Source: an optimization exercise on an open RTL-to-GDS flow (aim: small area, a short achievable clock period and few clock cycles per item). Production flows keep margins and buffers that such runs may drop. Only simulation tests tie the RTL to the original design; equivalence was not proved. No activity file was given, so power comes from the tool's default toggle rates.

[flow/design.v]
package swx_pkg;
  localparam int MAX_HALF_WINDOW = 15;
  localparam int HALF_BITS       = 4;
  localparam int RING_DEPTH      = 2 * MAX_HALF_WINDOW + 1;
  localparam int SLOT_BITS       = $clog2(RING_DEPTH + 1);
  localparam int PRICE_BITS      = 32;
  localparam int STAMP_BITS      = 64;
  localparam int VERDICT_BITS    = 2;
  localparam logic [VERDICT_BITS-1:0] VERDICT_REGULAR = 2'd0;
  localparam logic [VERDICT_BITS-1:0] VERDICT_MINIMA  = 2'd1;
  localparam logic [VERDICT_BITS-1:0] VERDICT_MAXIMA  = 2'd2;
  localparam logic KIND_TICK  = 1'b0;
  localparam logic KIND_CLEAR = 1'b1;
  typedef struct packed {
    logic start;
    logic cmp_en;
  } judge_ctrl_t;
endpackage
module swx_ram #(
  parameter int WIDTH = 32,
  parameter int DEPTH = 31
) (
  input  logic                     clk,
  input  logic                     we,
  input  logic [$clog2(DEPTH)-1:0] waddr,
  input  logic [WIDTH-1:0]         wdata,
  input  logic                     re,
  input  logic [$clog2(DEPTH)-1:0] raddr,
  output logic [WIDTH-1:0]         rdata
);
  logic [WIDTH-1:0] mem [DEPTH];
  always_ff @(posedge clk) begin
    if (we) begin
      mem[waddr] <= wdata;
    end
    if (re) begin
      rdata <= mem[raddr];
    end
  end
endmodule
module swx_judge
(
  input  logic                         clk,
  input  swx_pkg::judge_ctrl_t                  ctrl,
  input  logic signed [swx_pkg::PRICE_BITS-1:0] now,
  input  logic signed [swx_pkg::PRICE_BITS-1:0] past,
  output logic [swx_pkg::VERDICT_BITS-1:0]      verdict
);
  logic is_min;
  logic is_max;
  always_ff @(posedge clk) begin
    if (ctrl.start) begin
      is_min <= 1'b1;
      is_max <= 1'b1;
    end else if (ctrl.cmp_en) begin
      if (past < now) begin
        is_min <= 1'b0;
      end
      if (past > now) begin
        is_max <= 1'b0;
      end
    end
  end
  always_comb begin
    priority if (is_min) begin
      verdict = swx_pkg::VERDICT_MINIMA;
    end else if (is_max) begin
      verdict = swx_pkg::VERDICT_MAXIMA;
    end else begin
      verdict = swx_pkg::VERDICT_REGULAR;
    end
  end
endmodule
module sliding_window_extremum_detector
(
  input  logic                           clk,
  input  logic                           rst,
  input  logic                           in_valid,
  output logic                           in_ready,
  input  logic                           kind,
  input  logic signed [swx_pkg::PRICE_BITS-1:0]   price,
  input  logic signed [swx_pkg::STAMP_BITS-1:0]   stamp,
  output logic                           out_valid,
  input  logic                           out_ready,
  output logic [swx_pkg::VERDICT_BITS-1:0]        verdict,
  output logic signed [swx_pkg::PRICE_BITS-1:0]   price_out,
  output logic signed [swx_pkg::STAMP_BITS-1:0]   stamp_out,
  input  logic                           cfg_we,
  input  logic [swx_pkg::HALF_BITS-1:0]           cfg_data
);
  localparam int ADDR_BITS = $clog2(swx_pkg::RING_DEPTH);
  localparam logic [1:0] ST_IDLE   = 2'd0;
  localparam logic [1:0] ST_SCAN   = 2'd1;
  localparam logic [1:0] ST_DRAIN  = 2'd2;
  localparam logic [1:0] ST_FINISH = 2'd3;
  logic [1:0]                   state;
  logic [1:0]                   state_next;
  logic [swx_pkg::HALF_BITS-1:0]         half_window;
  logic [swx_pkg::SLOT_BITS-1:0]         fill;
  logic [swx_pkg::SLOT_BITS-1:0]         oldest;
  logic [swx_pkg::SLOT_BITS-1:0]         idx;
  logic                         cmp_pend;
  logic signed [swx_pkg::PRICE_BITS-1:0] price_hold;
  logic signed [swx_pkg::STAMP_BITS-1:0] stamp_hold;
  logic                         accept;
  logic                         tick;
  logic [swx_pkg::SLOT_BITS-1:0]         cap;
  logic [swx_pkg::SLOT_BITS-1:0]         fill_next;
  logic [swx_pkg::SLOT_BITS-1:0]         oldest_next;
  logic [swx_pkg::SLOT_BITS-1:0]         wslot;
  logic                         report;
  logic                         out_free;
  logic [swx_pkg::PRICE_BITS-1:0]        ram_rdata;
  logic signed [swx_pkg::PRICE_BITS-1:0] past_price;
  assign past_price = ram_rdata;
  logic [swx_pkg::VERDICT_BITS-1:0]      judged;
  logic [swx_pkg::HALF_BITS-1:0]         half_clamped;
  swx_pkg::judge_ctrl_t                  jctrl;
  assign in_ready = (state == ST_IDLE);
  assign accept   = in_valid && in_ready;
  assign tick     = accept && (kind == swx_pkg::KIND_TICK);
  assign out_free = !out_valid || out_ready;
  assign cap = {half_window, 1'b1};
  always_comb begin
    if (fill < cap) begin
      wslot       = fill;
      fill_next   = fill + 1'b1;
      oldest_next = oldest;
    end else begin
      wslot       = oldest;
      fill_next   = fill;
      oldest_next = (oldest + 1'b1 >= cap) ? '0 : oldest + 1'b1;
    end
  end
  assign report = (fill_next > swx_pkg::SLOT_BITS'(half_window));
  always_comb begin
    priority if (cfg_data == '0) begin
      half_clamped = swx_pkg::HALF_BITS'(1);
    end else if (cfg_data > swx_pkg::HALF_BITS'(swx_pkg::MAX_HALF_WINDOW)) begin
      half_clamped = swx_pkg::HALF_BITS'(swx_pkg::MAX_HALF_WINDOW);
    end else begin
      half_clamped = cfg_data;
    end
  end
  always_comb begin
    state_next = state;
    unique case (state)
      ST_IDLE: begin
        if (tick && report) begin
          state_next = ST_SCAN;
        end
      end
      ST_SCAN: begin
        if (idx == fill - 1'b1) begin
          state_next = ST_DRAIN;
        end
      end
      ST_DRAIN: begin
        state_next = ST_FINISH;
      end
      ST_FINISH: begin
        if (out_free) begin
          state_next = ST_IDLE;
        end
      end
      default: begin
        state_next = ST_IDLE;
      end
    endcase
  end
  always_ff @(posedge clk) begin
    if (rst) begin
      state       <= ST_IDLE;
      half_window <= swx_pkg::HALF_BITS'(1);
      fill        <= '0;
      oldest      <= '0;
      idx         <= '0;
      cmp_pend    <= 1'b0;
      out_valid   <= 1'b0;
    end else begin
      state    <= state_next;
      cmp_pend <= (state == ST_SCAN);
      if (cfg_we) begin
        half_window <= half_clamped;
        fill        <= '0;
        oldest      <= '0;
      end else if (accept && kind == swx_pkg::KIND_CLEAR) begin
        fill   <= '0;
        oldest <= '0;
      end else if (tick) begin
        fill   <= fill_next;
        oldest <= oldest_next;
      end
      if (state == ST_SCAN) begin
        idx <= idx + 1'b1;
      end else begin
        idx <= '0;
      end
      if (state == ST_FINISH && out_free) begin
        out_valid <= 1'b1;
      end else if (out_ready) begin
        out_valid <= 1'b0;
      end
    end
  end
  always_ff @(posedge clk) begin
    if (tick) begin
      price_hold <= price;
      stamp_hold <= stamp;
    end
    if (state == ST_FINISH && out_free) begin
      verdict   <= judged;
      price_out <= price_hold;
      stamp_out <= stamp_hold;
    end
  end
  swx_ram #(
    .WIDTH (swx_pkg::PRICE_BITS),
    .DEPTH (swx_pkg::RING_DEPTH)
  ) u_ring (
    .clk   (clk),
    .we    (tick),
    .waddr (wslot[ADDR_BITS-1:0]),
    .wdata (price),
    .re    (state == ST_SCAN),
    .raddr (idx[ADDR_BITS-1:0]),
    .rdata (ram_rdata)
  );
  assign jctrl.start  = tick;
  assign jctrl.cmp_en = cmp_pend;
  swx_judge u_judge (
    .clk     (clk),
    .ctrl    (jctrl),
    .now     (price_hold),
    .past    (past_price),
    .verdict (judged)
  );
endmodule
[flow/run.sh]
#!/bin/bash
# synth_recipe.tcl (not shown) runs the flow's synth.tcl, then flattens the netlist and writes it again
# the make line also repeats each setting of config.mk as NAME=value (left out here)
make -C /OpenROAD-flow-scripts/flow DESIGN_CONFIG=/design/flow/config.mk WORK_HOME=/design/flow/orfs CLKGATE_MAP_FILE= SYNTH_SCRIPT=/design/flow/synth_recipe.tcl finish
[flow/config.mk]
export PLATFORM = sky130hd
export DESIGN_NAME = sliding_window_extremum_detector
export DESIGN_NICKNAME = sliding_window_extremum_detector
export VERILOG_FILES = /design/flow/design.v
export SDC_FILE = /design/flow/constraint.sdc
export NUM_CORES = 4
export LEC_CHECK = 0
export CAP_MARGIN = 20
export CORE_MARGIN = 2
export CORE_UTILIZATION = 40
export SLEW_MARGIN = 20
[flow/constraint.sdc]
create_clock -name core_clock -period 5.0 [get_ports {clk}]
set_input_delay 1.0000 -clock core_clock [delete_from_list [all_inputs] [get_ports {clk}]]
set_output_delay 1.0000 -clock core_clock [all_outputs]
set_load 0.01 [all_outputs]
==> reports/qor.yml <==
status: "no timing/DRC/antenna violations"
async_flop_share: 0
synth_cells: 2082
rr_worst_depth: 9
ant_nets: 0
multi_input_area_mm2: 0.00971
powerDensity_mw_per_mm2: 408
syn-num-nets: 2240
place_inst: 3803
period_share: 0.802
vias_per_cell: 5.54
nNetsFinal: 2569
setup_violations: 0
avgSynthCellArea_um2: 22.6
cts_resized: 0
grt_overflow_total: 0
track_usage: 0.182
final_util: 0.480
ys_warn_count: 3
post-cts-setup-buffers: 0
slew_violations: 0
cap_violations: 0
ys_seq_area_frac: 0.786
finalHoldViolations: 0
ys_types: 49
drt_iter0_drc: 2224
holdWs_ps: 413
ys_seq_elements: 1243
synth_top_area_cell: "edfxtp_1"
seqCellArea_mm2: 0.0371
cts_buffers: 130
fmax_ghz: 0.249
cts_tree: "built"
fin_cells: 4031
cts_hold_buf: 0
core_area_mm2: 0.117
vias: 22320
fillers: 9289
fp-row-count: 125
critPathRequiredTime_ps: 5440
holdPathStages: 0
cp-end-kind: "flop"
arrival_ps: 4450
yosysTopAreaCellShare: 0.776
dr_wl_met2_mm: 51.8
finalSetupTns_ps: 0
synth-edff-count: 1218
worst_pin_slew_ps: 1110
drive_above_1_share: 0.255
die_width_um: 347
place_ws_ps: 762
top_layer: "met4"
peakVddDrop_uv: 343
die-area_mm2: 0.121
rsz0062_at_grt: "no"
dp_hpwl_mm: 65.4
diodes: 0
first_pass_iters: 5
grt_pass1_vias: 22679
relSlewSlack: 0.250
criticalPathCategory: "flop to flop"
clock_sinks: 1243
routabilityCongestion: 0.790
crit_top_cell: "buf_4"
fin_ws_ps: 991
synthesis.area_mm2: 0.0472
fin_skew_ps: 33.6
io_pins: 206
slowest_delay_ps: 790
met1Wirelength_mm: 47.4
cts_max_path_buffers: 3
leakage_nw: 17.2
met3_length_mm: 7.98
grt_start_max_net_pins: 94
drcViolationCount: 0
io_buffers: 205
cts_htree_levels: 4
min_path_type: "flop to flop"
initial_core_util: 0.405
antenna_found_initial: 5
ys.flop_type: "edfxtp_1"
critPathMaxFanout: 34
cp_slowest_cell: "nor2_4"
drt-total-wl_mm: 109
synth.area.top_cells: "edfxtp_1, mux4_2, ha_1, dfxtp_1, mux2i_1"
setup.worst_path.start_class: "flop"
die_y_um: 347
clk_latency_ps: 750
clock-root-buffer: "clkbuf_16"
post-route-min-period_ps: 4010
clk_pin_slew_ps: 60
grt_pass1_wl_mm: 160
wl_per_cell_um: 27.1
reg2reg_slack_ps: 990
area_growth_pct: 18.5
path_cells: "ha_1 > a21o_1 > a221oi_2 > buf_4 > nand3_1 > o21ai_0 > nand2_1 > nor2_4 > buf_4"
-- sequential cells by signal, indices dropped and copies added, names as in the netlist, 5 cells and up --
| signal | flops |
|---|---|
| fill | 5 |
| stamp_out | 64 |
| u_ring.mem | 992 |
| price_hold | 32 |
| stamp_hold | 64 |
| oldest | 5 |
| u_ring.rdata | 32 |
| idx | 5 |
| price_out | 32 |
-- worst max-delay path: cells and delay by family, from the launching register on --
kind | cells | cell delay, ps
buf+inv | 2 | 670
simple gates | 3 | 1360
fa+ha+maj | 1 | 340
compound gates | 3 | 650
flops | 1 | 650
-- where the power goes --
part | total (mW) | internal, mW | switching (mW)
sequential | 11.8 | 11.7 | 0.0951
combinational | 1.59 | 0.716 | 0.874
clock | 9.42 | 5.40 | 4.01
-- path summary, 6_finish.rpt --
kind	startpoint	endpoint
hold / removal	stamp_hold[49]$_DFFE_PP_	stamp_out[49]$_DFFE_PP_
hold reg to reg	stamp_hold[49]$_DFFE_PP_	stamp_out[49]$_DFFE_PP_
setup reg to reg	fill[3]$_SDFFE_PP0P_	u_ring.mem[7][28]$_DFFE_PP_
setup / recovery	fill[3]$_SDFFE_PP0P_	u_ring.mem[7][28]$_DFFE_PP_
-- kinds of logic after synthesis --
logic type,count (synthesis),synth area share
DFF,1243,0.786
muxes,357,0.153
and+or+nand+nor,179,0.0180
buffers and inverters,138,0.0132
AOI/OAI and AO/OA,95,0.0124
adders and majority gates,52,0.0138
xor gates and xnor gates,18,0.00334
-- cells in the final DEF (no fill, tap or decap), drive strengths merged, types with 3 or more instances in the layout --
cell type	netlist	layout
edfxtp	1218	1218
mux4	288	288
clkdlybuf4s50	0	195
clkbuf	42	160
buf	50	94
nand2	58	58
ha	52	52
inv	46	52
nor2	52	52
clkinv	0	49
o21ai	47	47
mux2i	37	37
mux2	32	32
dfxtp	25	25
a21oi	17	17
xnor2	14	14
nand4	14	14
nand3	14	14
bufinv	0	10
nor2b	9	9
and3	6	6
a31oi	6	6
nor3	5	5
nor3b	4	4
a41oi	4	4
xor2	4	4
nand2b	3	3
nor4b	3	3
o211ai	3	3
nand3b	3	3
clkinvlp	0	3
a221oi	3	3
nor4	3	3
-- area by class of cell --
class | count | share of cell area
clock inverters | 68 | 0.0136
clock buffers | 160 | 0.0608
flip-flops and latches | 1243 | 0.664
repair buffers | 289 | 0.0512
multi-input cells | 701 | 0.174
inverters | 46 | 0.00313
well taps | 1524 | 0.0341
-- synthesized netlist by cell type (14+ instances only) --
library cell and n:
buf_1 14, o21ai_0 44, mux2i_1 37, nand3_1 14, ha_1 52, mux2_2 32, inv_1 46, buf_4 18
xnor2_1 14, nor2_1 52, nand2_1 58, mux4_2 288, dfxtp_1 25, edfxtp_1 1218, nand4_1 14, a21oi_1 17
buf_2 16, clkbuf_1 42
-- stage by stage --
step                      total power [mW]  area, µm²
after global routing                  23.5      55900
after CTS                             23.0      55900
after detailed placement              13.6      51800
after floorplan                       12.9      47200
final                                 22.8      55900
after global placement                13.6      51800
-- layer usage --
| metal | vias to the layer above | GRT usage |
|---|---|---|
| li1 | 9358 | - |
| met1 | 11861 | 0.262 |
| met2 | 944 | 0.286 |
| met3 | 157 | 0.0326 |
| met4 | 0 | 0.0483 |
| met5 | - | 0 |
Testbench counts, summed over its fixed seeds: cycles 156,932, items 9,600.

re-timing with driven ports:
The flow's constraints put no driver on any port. The routed layout listed below was extracted and timed again, unchanged, in two steps.
Step 1: set_driving_cell puts a clkbuf_16 on clk and a buf_2 on each other input, an assumption about the parent block.
Step 2 moves the port delays by t, midway between the first and last clock arrival at a register: inputs arrive t later, outputs are due t later. That takes back most of the time a late clock gives input paths.
a / b / c = ideal / step 1 / step 2; a / b = the first two.
t, ns: 0.806
slack for setup (ns): 0.991 / 0.991 / 0.816
clock arrival spread, ns: 0.041 / 0.041
After both steps this run still meets setup and hold. For this run, drivers alone change the setup slack by 0.000 ns; drivers and shift together by -0.175 ns.
